Context: an optimization exercise on an open-source flow, tuned for small area and few clock cycles. The choices shown serve that exercise and are no tape-out recipe. The RTL was checked by simulation tests, not by an equivalence proof against the original design. No activity file was given, so power comes from the tool's default toggle rates. No driver is modelled on the clock port, so clocking that relies on it looks cheaper here than on a real chip.

==> sierra <==
==> flow/design.v <==
`default_nettype none
module rob_top (
  input  wire                    clk,
  input  wire                    rst,
  input  wire                    dispatch_valid,
  input  wire                    dispatch_reg_write_en,
  input  wire [5-1:0]  dispatch_reg_write_addr,
  input  wire [31:0]             dispatch_pc,
  input  wire [4-1:0]       dispatch_exc,
  output logic                   rob_full,
  output logic [3-1:0]  dispatch_tag,
  input  wire                    wb_valid,
  input  wire [3-1:0]   wb_tag,
  input  wire [32-1:0]      wb_data,
  input  wire [4-1:0]       wb_exc,
  output logic                   commit_valid,
  output logic [3-1:0]  commit_tag,
  output logic                   commit_reg_write_en,
  output logic [5-1:0] commit_reg_write_addr,
  output logic [32-1:0]     commit_data,
  output logic [31:0]            commit_pc,
  output logic [4-1:0]      commit_exc,
  output logic                   flush
);
  localparam int N  = 8;
  localparam int TW = 3;
  localparam int EW = (1 + 5 + 32);
  localparam int DW = 32;
  localparam int XW = 4;
  logic [TW-1:0] head_q;
  logic [TW-1:0] tail_q;
  logic [TW:0]   count_q;
  logic [EW-1:0] entry_q [N];
  logic [DW-1:0] data_q  [N];
  logic [N-1:0]  done_q;
  logic          fv_q;
  logic [TW-1:0] ftag_q;
  logic [XW-1:0] fcode_q;
  logic          fdec_q;
  logic [N-1:0]  head_sel;
  logic [N-1:0]  tail_sel;
  logic [N-1:0]  wb_sel;
  logic          nonempty;
  logic          head_done;
  logic          wb_hit;
  logic          fault_head;
  logic          accept;
  logic          clear;
  logic [EW-1:0] head_entry;
  logic [DW-1:0] head_data;
  always_comb begin
    for (int i = 0; i < N; i++) begin
      head_sel[i] = (head_q == TW'(i));
      tail_sel[i] = (tail_q == TW'(i));
      wb_sel[i]   = wb_valid && (wb_tag == TW'(i));
    end
  end
  always_comb begin
    head_entry = '0;
    head_data  = '0;
    for (int i = 0; i < N; i++) begin
      head_entry = head_entry | ({EW{head_sel[i]}} & entry_q[i]);
      head_data  = head_data  | ({DW{head_sel[i]}} & data_q[i]);
    end
  end
  assign nonempty   = |count_q;
  assign head_done  = |(head_sel & done_q);
  assign wb_hit     = wb_valid && (wb_tag == head_q);
  assign fault_head = fv_q && (ftag_q == head_q);
  assign commit_valid = nonempty && (head_done || wb_hit);
  assign commit_tag   = head_q;
  assign {commit_reg_write_en, commit_reg_write_addr, commit_pc} = head_entry;
  assign commit_data  = wb_hit ? wb_data : ((fault_head && fdec_q) ? '0 : head_data);
  assign commit_exc   = wb_hit ? wb_exc : (fault_head ? fcode_q : '0);
  assign flush        = commit_valid && (|commit_exc);
  assign rob_full     = count_q[TW] && !commit_valid;
  assign dispatch_tag = tail_q;
  assign accept       = dispatch_valid && !rob_full && !flush;
  assign clear        = !rst || flush;
  always_ff @(posedge clk) begin
    if (clear) begin
      head_q  <= '0;
      tail_q  <= '0;
      count_q <= '0;
    end else begin
      if (commit_valid) head_q <= head_q + 1'b1;
      if (accept)       tail_q <= tail_q + 1'b1;
      count_q <= count_q + (TW+1)'(accept) - (TW+1)'(commit_valid);
    end
  end
  always_ff @(posedge clk) begin
    for (int i = 0; i < N; i++) begin
      if (tail_sel[i] && !rob_full) entry_q[i] <= {dispatch_reg_write_en, dispatch_reg_write_addr, dispatch_pc};
      if (wb_sel[i])                data_q[i]  <= wb_data;
    end
  end
  always_ff @(posedge clk) begin
    for (int i = 0; i < N; i++) begin
      if (accept && tail_sel[i]) done_q[i] <= |dispatch_exc;
      else if (wb_sel[i])        done_q[i] <= 1'b1;
    end
  end
  logic [TW-1:0] age_wb;
  logic [TW-1:0] age_f;
  assign age_wb = wb_tag - head_q;
  assign age_f  = ftag_q - head_q;
  always_ff @(posedge clk) begin
    if (clear) begin
      fv_q <= 1'b0;
    end else if (wb_valid && (|wb_exc) && (!fv_q || age_wb < age_f)) begin
      fv_q    <= 1'b1;
      ftag_q  <= wb_tag;
      fcode_q <= wb_exc;
      fdec_q  <= 1'b0;
    end else if (!fv_q && accept && (|dispatch_exc)) begin
      fv_q    <= 1'b1;
      ftag_q  <= tail_q;
      fcode_q <= dispatch_exc;
      fdec_q  <= 1'b1;
    end
  end
endmodule
`default_nettype wire
==> flow/run.sh <==
#!/bin/bash
# synth_recipe.tcl (not shown) runs the flow's synth.tcl, then flattens the netlist and writes it again
# the make line also repeats each setting of config.mk as NAME=value (left out here)
make -C /OpenROAD-flow-scripts/flow DESIGN_CONFIG=/design/flow/config.mk WORK_HOME=/design/flow/orfs CLKGATE_MAP_FILE= SYNTH_SCRIPT=/design/flow/synth_recipe.tcl finish
==> flow/config.mk <==
export PLATFORM = sky130hd
export DESIGN_NAME = rob_top
export DESIGN_NICKNAME = rob_top
export VERILOG_FILES = /design/flow/design.v
export SDC_FILE = /design/flow/constraint.sdc
export NUM_CORES = 4
export LEC_CHECK = 0
export CAP_MARGIN = 20
export CORE_MARGIN = 2
export CORE_UTILIZATION = 40
export SLEW_MARGIN = 20
==> flow/constraint.sdc <==
create_clock -name core_clock -period 4.0 [get_ports {clk}]
set_input_delay 0.8000 -clock core_clock [delete_from_list [all_inputs] [get_ports {clk}]]
set_output_delay 0.8000 -clock core_clock [all_outputs]
set_load 0.01 [all_outputs]
==> inputs of quartz, as changes to sierra <==
--- a/flow/design.v
+++ b/flow/design.v
@@ -29,5 +29,7 @@
   localparam int XW = 4;
-  logic [TW-1:0] head_q;
-  logic [TW-1:0] tail_q;
-  logic [TW:0]   count_q;
+  logic [TW:0]   head_q;
+  logic [TW:0]   tail_q;
+  logic [TW-1:0] head_tag;
+  logic [TW-1:0] tail_tag;
+  logic          full;
   logic [EW-1:0] entry_q [N];
@@ -52,4 +54,4 @@
     for (int i = 0; i < N; i++) begin
-      head_sel[i] = (head_q == TW'(i));
-      tail_sel[i] = (tail_q == TW'(i));
+      head_sel[i] = (head_tag == TW'(i));
+      tail_sel[i] = (tail_tag == TW'(i));
       wb_sel[i]   = wb_valid && (wb_tag == TW'(i));
@@ -65,8 +67,11 @@
   end
-  assign nonempty   = |count_q;
+  assign head_tag   = head_q[TW-1:0];
+  assign tail_tag   = tail_q[TW-1:0];
+  assign nonempty   = (head_q != tail_q);
+  assign full       = (head_tag == tail_tag) && (head_q[TW] != tail_q[TW]);
   assign head_done  = |(head_sel & done_q);
-  assign wb_hit     = wb_valid && (wb_tag == head_q);
-  assign fault_head = fv_q && (ftag_q == head_q);
+  assign wb_hit     = wb_valid && (wb_tag == head_tag);
+  assign fault_head = fv_q && (ftag_q == head_tag);
   assign commit_valid = nonempty && (head_done || wb_hit);
-  assign commit_tag   = head_q;
+  assign commit_tag   = head_tag;
   assign {commit_reg_write_en, commit_reg_write_addr, commit_pc} = head_entry;
@@ -75,4 +80,4 @@
   assign flush        = commit_valid && (|commit_exc);
-  assign rob_full     = count_q[TW] && !commit_valid;
-  assign dispatch_tag = tail_q;
+  assign rob_full     = full && !commit_valid;
+  assign dispatch_tag = tail_tag;
   assign accept       = dispatch_valid && !rob_full && !flush;
@@ -83,3 +88,2 @@
       tail_q  <= '0;
-      count_q <= '0;
     end else begin
@@ -87,3 +91,2 @@
       if (accept)       tail_q <= tail_q + 1'b1;
-      count_q <= count_q + (TW+1)'(accept) - (TW+1)'(commit_valid);
     end
@@ -104,4 +107,4 @@
   logic [TW-1:0] age_f;
-  assign age_wb = wb_tag - head_q;
-  assign age_f  = ftag_q - head_q;
+  assign age_wb = wb_tag - head_tag;
+  assign age_f  = ftag_q - head_tag;
   always_ff @(posedge clk) begin
@@ -116,3 +119,3 @@
       fv_q    <= 1'b1;
-      ftag_q  <= tail_q;
+      ftag_q  <= tail_tag;
       fcode_q <= dispatch_exc;
==> flow/flow/run.sh (new file) <==
#!/bin/bash
# The standard layout (standard.sh), with these changes:
# - synthesis: the same script (synth_recipe.tcl), but ABC maps the logic with
#   flow/abc.script (area-oriented, no buffering or sizing; the resizer does
#   that after placement) in place of ORFS's abc_speed.script;
# - port buffers are the smallest buffer cell, not the delay buffer
#   buffer_ports picks by default;
# - clock tree: larger sink clusters of clkbuf_16, no dummy loads.
# The full make output is in standard.log; ORFS's per-step logs are under orfs/logs.
set -euo pipefail
here=$(pwd)
rm -rf "$here/scripts"
cp -r "$FLOW_HOME/scripts" "$here/scripts"
cp "$here/flow/abc.script" "$here/scripts/abc_speed.script"
{ echo "set ::env(SCRIPTS_DIR) $here/scripts"; cat "$here/synth_recipe.tcl"; } > "$here/own_synth.tcl"
sed -e "s#$here/synth_recipe.tcl#$here/own_synth.tcl#" standard.sh > own_standard.sh
grep -q own_synth.tcl own_standard.sh
export BUFFER_PORTS_ARGS="-buffer_cell sky130_fd_sc_hd__buf_1"
export CTS_ARGS="-sink_clustering_enable -repair_clock_nets -sink_clustering_size 30 -sink_clustering_max_diameter 100 -buf_list sky130_fd_sc_hd__clkbuf_16 -dont_use_dummy_load"
bash own_standard.sh > standard.log 2>&1
==> flow/flow/abc.script (new file) <==
&get -n
&st
&syn2
&dch
&nf -R 1000 -p -F 8 -A 4
&put
topo
stime -c
==> flow/standard.sh (new file) <==
#!/bin/bash
# synth_recipe.tcl (not shown) runs the flow's synth.tcl, then flattens the netlist and writes it again
# the make line also repeats each setting of config.mk as NAME=value (left out here)
make -C /OpenROAD-flow-scripts/flow DESIGN_CONFIG=/design/flow/config.mk WORK_HOME=/design/flow/orfs CLKGATE_MAP_FILE= SYNTH_SCRIPT=/design/flow/synth_recipe.tcl "${@:-finish}"
CAP_MARGIN = 10   (was 20)
CORE_UTILIZATION = 75   (was 40)
SLEW_MARGIN = 10   (was 20)
removed: flow/run.sh
==> summary.txt <==
Power
  – VDD IR max: 0.652 mV
  – Logic pwr share: 29.8%
  – P_sw: 4.68 mW

Timing
  – Worst Tran Pin Value: approximately 0.91 ns
  – Fin crit period: between 3 and 4 ns

Outcome
  – Status: finished clean

Route
  – Wire length on met1: 16,500 um
  – DRT Wirelength: 45,800 um

Setup path
  – Crit-path max FO: 42
  – Largest stage delay on the critical path: 0.43 ns

Global routing
  – Total global routing track utilization: 31.1%
  – GR Util met1: 43.3%

Synth
  – Mapped Area: 0.0212 mm^2
  – Top cell type's share of synthesized area: around 82%

Floorplanning
  – Core Rows: 61

Hold path
  – Hold path start: head_q[3]
-- figures above: quartz

==> summary.txt <==
Route
  – Wire length on met1: 21,800 um
  – DRT Wirelength: ~54,000 um

Placement
  – Final Wtd Congestion: ~0.76

Global routing
  – GR Util met1: 24.1%
  – Total global routing track utilization: 18.6%

Hold path
  – Hold path start: tail_q[0]

Cells and area
  – Multi-Input Combinational: 519

Floorplanning
  – Core Rows: 86

Synth
  – Synth Instances: around 1,200
  – Top cell type's share of synthesized area: 78.4%
  – Mapped Area: 0.0221 mm^2

Power
  – VDD IR max: 0.566 mV
  – Logic pwr share: between 30% and 40%

Timing
  – Fin crit period: 3.92 ns
  – Worst Tran Pin Value: 0.635 ns

Outcome
  – Status: finished clean

Setup path
  – Crit path max-delay family: buffers and inverters
  – Crit-path max FO: 19
-- figures above: sierra

Testbench counts of sierra, summed over its fixed seeds: cycles 23,465.
Testbench counts of quartz, summed over its fixed seeds: cycles 23,465.

afterwards: timing with drivers on the ports:
The results above use ideal ports. As a check the final layouts listed here were re-extracted and re-timed, cells and wires unchanged.
Step 1 (the two cells are an assumption about what drives the block):
set clk [get_ports {clk}]
set_driving_cell -lib_cell sky130_fd_sc_hd__clkbuf_16 $clk
set_driving_cell -lib_cell sky130_fd_sc_hd__buf_2 [delete_from_list [all_inputs] $clk]
Step 2 adds t to the input delays and takes it off the output delays; t is the mean of the earliest and latest rising clock arrival at the registers after step 1. Input paths then give back, and output paths get back, about the clock's delay inside the block.
Three values: no drivers, after step 1, after step 2; two values: the first two.
run	shift t [ns]	setup WS [ns]	hold slack, ns	slew at the worst register clock pin (ns)
sierra	0.664	0.083 / 0.027 / 0.079	0.551 / 0.551 / 0.551	0.06 / 0.06
quartz	0.593	0.161 / 0.110 / 0.448	0.556 / 0.542 / 0.556	0.11 / 0.11
After both steps setup and hold are still met in every run listed. The setup slack of sierra, which loses most, moves by -0.056 ns with the drivers and by -0.004 ns with both steps.
